Background: an optimization exercise with open tools, aiming at small area, a short achievable clock period and few clock cycles. Do not read the settings as production practice.
Function was checked by simulation only, so behaviour that the tests miss may differ from the original.

== v54 ==
// save_slot_pacer_top
module save_slot_pacer_top #(
	parameter int SKIP_DEPTH = 16
) (
	input  logic                         clk,
	input  logic                         arst_n,
	input  logic                         psel,
	input  logic                         penable,
	input  logic                         pwrite,
	input  logic [ssp_pkg::APB_AW-1:0]   paddr,
	input  logic [31:0]                  pwdata,
	output logic [31:0]                  prdata,
	output logic                         pready,
	input  logic                         s_tvalid,
	output logic                         s_tready,
	input  logic [ssp_pkg::IN_W-1:0]     s_tdata,
	input  logic [1:0]                   s_tuser,
	output logic                         m_tvalid,
	input  logic                         m_tready,
	output logic [ssp_pkg::OUT_W-1:0]    m_tdata
);
clock: 8.0 ns
lec_check: 0
abc_area: 1
cap_margin: 20
core_margin: 2
core_utilization: 40
setup_slack_margin: 4.2
slew_margin: 20
tns_end_percent: 10
run.sh (not shown) runs the stock make flow with config.mk's settings and CLKGATE_MAP_FILE= SYNTH_SCRIPT=/design/flow/synth_recipe.tcl, a recipe that flattens the netlist after the stock synthesis.
v54 ended with every stage complete and zero timing, DRC or antenna violations.
Testbench counts of v54, summed over its fixed seeds: cycles 19,164.
#### Input delta (v43 over v54)
diff --git a/flow/config.mk b/flow/config.mk
--- a/flow/config.mk
+++ b/flow/config.mk
@@ -10,5 +10,5 @@
 export CORE_MARGIN = 2
 export CORE_UTILIZATION = 40
-export SETUP_SLACK_MARGIN = 4.2
+export SETUP_SLACK_MARGIN = 2.6
 export SLEW_MARGIN = 20
-export TNS_END_PERCENT = 10
+export TNS_END_PERCENT = 5
--- outcome ---
Global-route usage (lower): v43. Summary of v43 over v54: met1 usage saw a decrease, number of inserted diodes moved down, global-route wire length before repair went down by about 4.6%. v43 vs. v54: final core utilization went down by 3.5 points. Diff v54 -> v43: register area neither gained nor lost much, number of nets at the end of the flow dropped 264, placed wire-length estimate -about 2.6%.
### v43 -> v41
diff --git a/flow/config.mk b/flow/config.mk
--- a/flow/config.mk
+++ b/flow/config.mk
@@ -10,5 +10,5 @@
 export CORE_MARGIN = 2
 export CORE_UTILIZATION = 40
-export SETUP_SLACK_MARGIN = 2.6
+export SETUP_SLACK_MARGIN = 3.5
 export SLEW_MARGIN = 20
-export TNS_END_PERCENT = 5
+export TNS_END_PERCENT = 10
--- outcome ---
- v41 reached the end of the flow, and the finished layout is clean on the timing, design-rule and antenna checks.
- When v41 is set beside v43, its worst setup skew after layout turns out to be 0.012 ns larger.
- In v41 relative to v43, non-clock buffer count had gone up by more than a quarter.
- Where worst setup slack after layout is concerned, v43 is outperformed by v41.
- Relative to v43, maximum frequency has gone up in v41.
- Sequential cell count came out exactly the same in v41 and v43.
#### Input delta (v32 over v41)
diff --git a/flow/config.mk b/flow/config.mk
--- a/flow/config.mk
+++ b/flow/config.mk
@@ -6,9 +6,8 @@
 export NUM_CORES = 4
 export LEC_CHECK = 0
-export ABC_AREA = 1
 export CAP_MARGIN = 20
 export CORE_MARGIN = 2
 export CORE_UTILIZATION = 40
-export SETUP_SLACK_MARGIN = 3.5
+export SETUP_SLACK_MARGIN = 3.6
 export SLEW_MARGIN = 20
-export TNS_END_PERCENT = 10
+export TNS_END_PERCENT = 5
==> comparison <==
Comparing v32 with v41, the total global-route track usage came out essentially unchanged.
v32 vs v41 — via count dropped about 6%.
On routed wirelength normalized by instance count, the lower figure sits with v41, not v32.
In the metrics for v41 and v32, the one carrying the higher critical path depth is v41.
On area after synthesis, v41 beats v32.
Between v41 and v32, the flow reports combined area of the multi-input logic cells increasing by a little under 10%.
Side by side, fraction of the mapped netlist area in compound gates turned out higher in v32 than in v41.
The following lists how v49 was set up differently from v32:
diff --git a/flow/config.mk b/flow/config.mk
--- a/flow/config.mk
+++ b/flow/config.mk
@@ -9,5 +9,5 @@
 export CORE_MARGIN = 2
 export CORE_UTILIZATION = 40
-export SETUP_SLACK_MARGIN = 3.6
+export SETUP_SLACK_MARGIN = 3.3
 export SLEW_MARGIN = 20
-export TNS_END_PERCENT = 5
+export TNS_END_PERCENT = 20
[summary]
- v49 completed every stage of the flow, and the final layout passed the timing, design-rule and antenna checks.
- Between v32 and v49, worst setup slack decreased.
- Looking at number of cells in the finished layout apart from fillers across v49 and v32, the one that comes out lower is v32.
- v49 vs. v32: clock period minus final worst setup slack grew by 0.064 ns; wire length on met2 shrank by about 0.6%; routed wire length on met3 grew by about 4.5%.
- Going from v32 to v49, worst-case setup slack after placement climbed 0.17 ns, register-to-register slack down 0.11 ns, sequential fraction of total cell area comparable.

* * *

save_slot_pacer_top, a different RTL version from the one above (not shown whole).
For scale: ~760 flip-flops.
make LEC_CHECK=0 CAP_MARGIN=20 CORE_MARGIN=2 CORE_UTILIZATION=55 SETUP_SLACK_MARGIN=3.0 SLEW_MARGIN=20 finish   # period 8.0 ns
The baseline ran to the end with no violations.
Testbench counts at the start, summed over its fixed seeds: cycles 21,914.
Change:
Settings changed: CORE_UTILIZATION 55 to 40, SETUP_SLACK_MARGIN 3.0 to not set.
Result: Fmax decreases by 24%; sequential share of layout area increases by 1.7 points; worst setup slack got worse by 1.6 ns; routed wire length hardly moves.

* * *

save_slot_pacer_top with an RTL version that a note above also has.
Size in the first run: about 7500 cells after synthesis, about 850 flip-flops.
==> flow/design.v (excerpt) <==
module save_slot_pacer_top #(
	parameter int SKIP_DEPTH = 16
) (
	input  logic                         clk,
	input  logic                         arst_n,
	input  logic                         psel,
	input  logic                         penable,
	input  logic                         pwrite,
	input  logic [ssp_pkg::APB_AW-1:0]   paddr,
	input  logic [31:0]                  pwdata,
	output logic [31:0]                  prdata,
	output logic                         pready,
	input  logic                         s_tvalid,
	output logic                         s_tready,
	input  logic [ssp_pkg::IN_W-1:0]     s_tdata,
	input  logic [1:0]                   s_tuser,
	output logic                         m_tvalid,
	input  logic                         m_tready,
	output logic [ssp_pkg::OUT_W-1:0]    m_tdata
);
	localparam int CNT_W  = $clog2(SKIP_DEPTH + 1);
	localparam int SLOT_W = ssp_pkg::SLOT_W;
	localparam int ACC_W  = ssp_pkg::ACC_W;
	localparam int CW     = ssp_pkg::CNT16_W;
	localparam int X_W    = ssp_pkg::X_W;
	localparam int P_W    = ssp_pkg::P_W;
	localparam int QW     = ssp_pkg::DQ_W;
	localparam int L_W    = ssp_pkg::L_W;
	localparam int DW     = ssp_pkg::DIVI_W;
	localparam int SH_W   = ssp_pkg::SH_W;
	localparam int S_IDLE  = 0;
	localparam int S_SETUP = 1;
	localparam int S_DIV   = 2;
	localparam int S_LOOP  = 3;
	localparam int S_CHECK = 4;
	localparam int S_FIN   = 5;
	localparam int S_N     = 6;
	logic [S_N-1:0]                st_q;
	logic [ssp_pkg::STEP_W-1:0]    step_ms_q;
	logic [ssp_pkg::CAP_W-1:0]     diff_cap_q;
	logic [SLOT_W-1:0]             ctr_q;      
	logic [2:0]                    adv_q;      
	logic [SLOT_W-1:0]             ctr;        
	logic [SLOT_W-1:0]             ceil_q;
  ...
clock: 8.0 ns
lec_check: 0
abc_area: 1
cap_margin: 20
core_margin: 2
core_utilization: 40
setup_slack_margin: 3.0
slew_margin: 20
tns_end_percent: 5
Testbench counts at the start, summed over its fixed seeds: cycles 19,164.
Edit:
- ABC_AREA: 1 -> unset
Result: Routed wire length rises slightly; sequential cell count stays the same; worst hold slack got worse by 0.0033 ns; worst setup slack loses 0.063 ns; critical path depth climbs by 4.

## afterwards: timing with drivers on the ports
How much do the figures lean on ideal ports? The routed layouts below were timed once more, with nothing changed but the port constraints.
Step 1: set_driving_cell puts a clkbuf_16 on clk and a buf_2 on each other input, an assumption about the parent block.
Step 2, shift: input delay + t, output delay - t, t = (earliest + latest rising clock arrival at the registers) / 2. This alone moves slack from input paths to output paths.
Slacks: ideal / step 1 / step 2; pairs: ideal / step 1.
run	t, ns	slack for setup (ns)	worst slew at a driven data input, ns
v54	0.818	3.024 / 2.937 / 2.530	0.15
v43	0.789	2.477 / 2.398 / 1.850	0.15
v41	0.805	3.001 / 2.920 / 2.429	0.16
v32	0.811	2.951 / 2.868 / 2.218	0.16
v49	0.822	2.888 / 2.801 / 2.324	0.14
the first run of note 2	0.746	2.644 / 2.644 / 2.206	0.11
the second run of note 2	0.764	0.996 / 0.996 / 0.996	0.13
the first run of note 3	0.804	2.888 / 2.811 / 2.133	0.16
the second run of note 3	0.807	2.825 / 2.760 / 2.118	0.15
After both steps setup and hold are still met in every run listed. The setup slack of the first run of note 3, which loses most, moves by -0.077 ns with the drivers and by -0.755 ns with both steps.
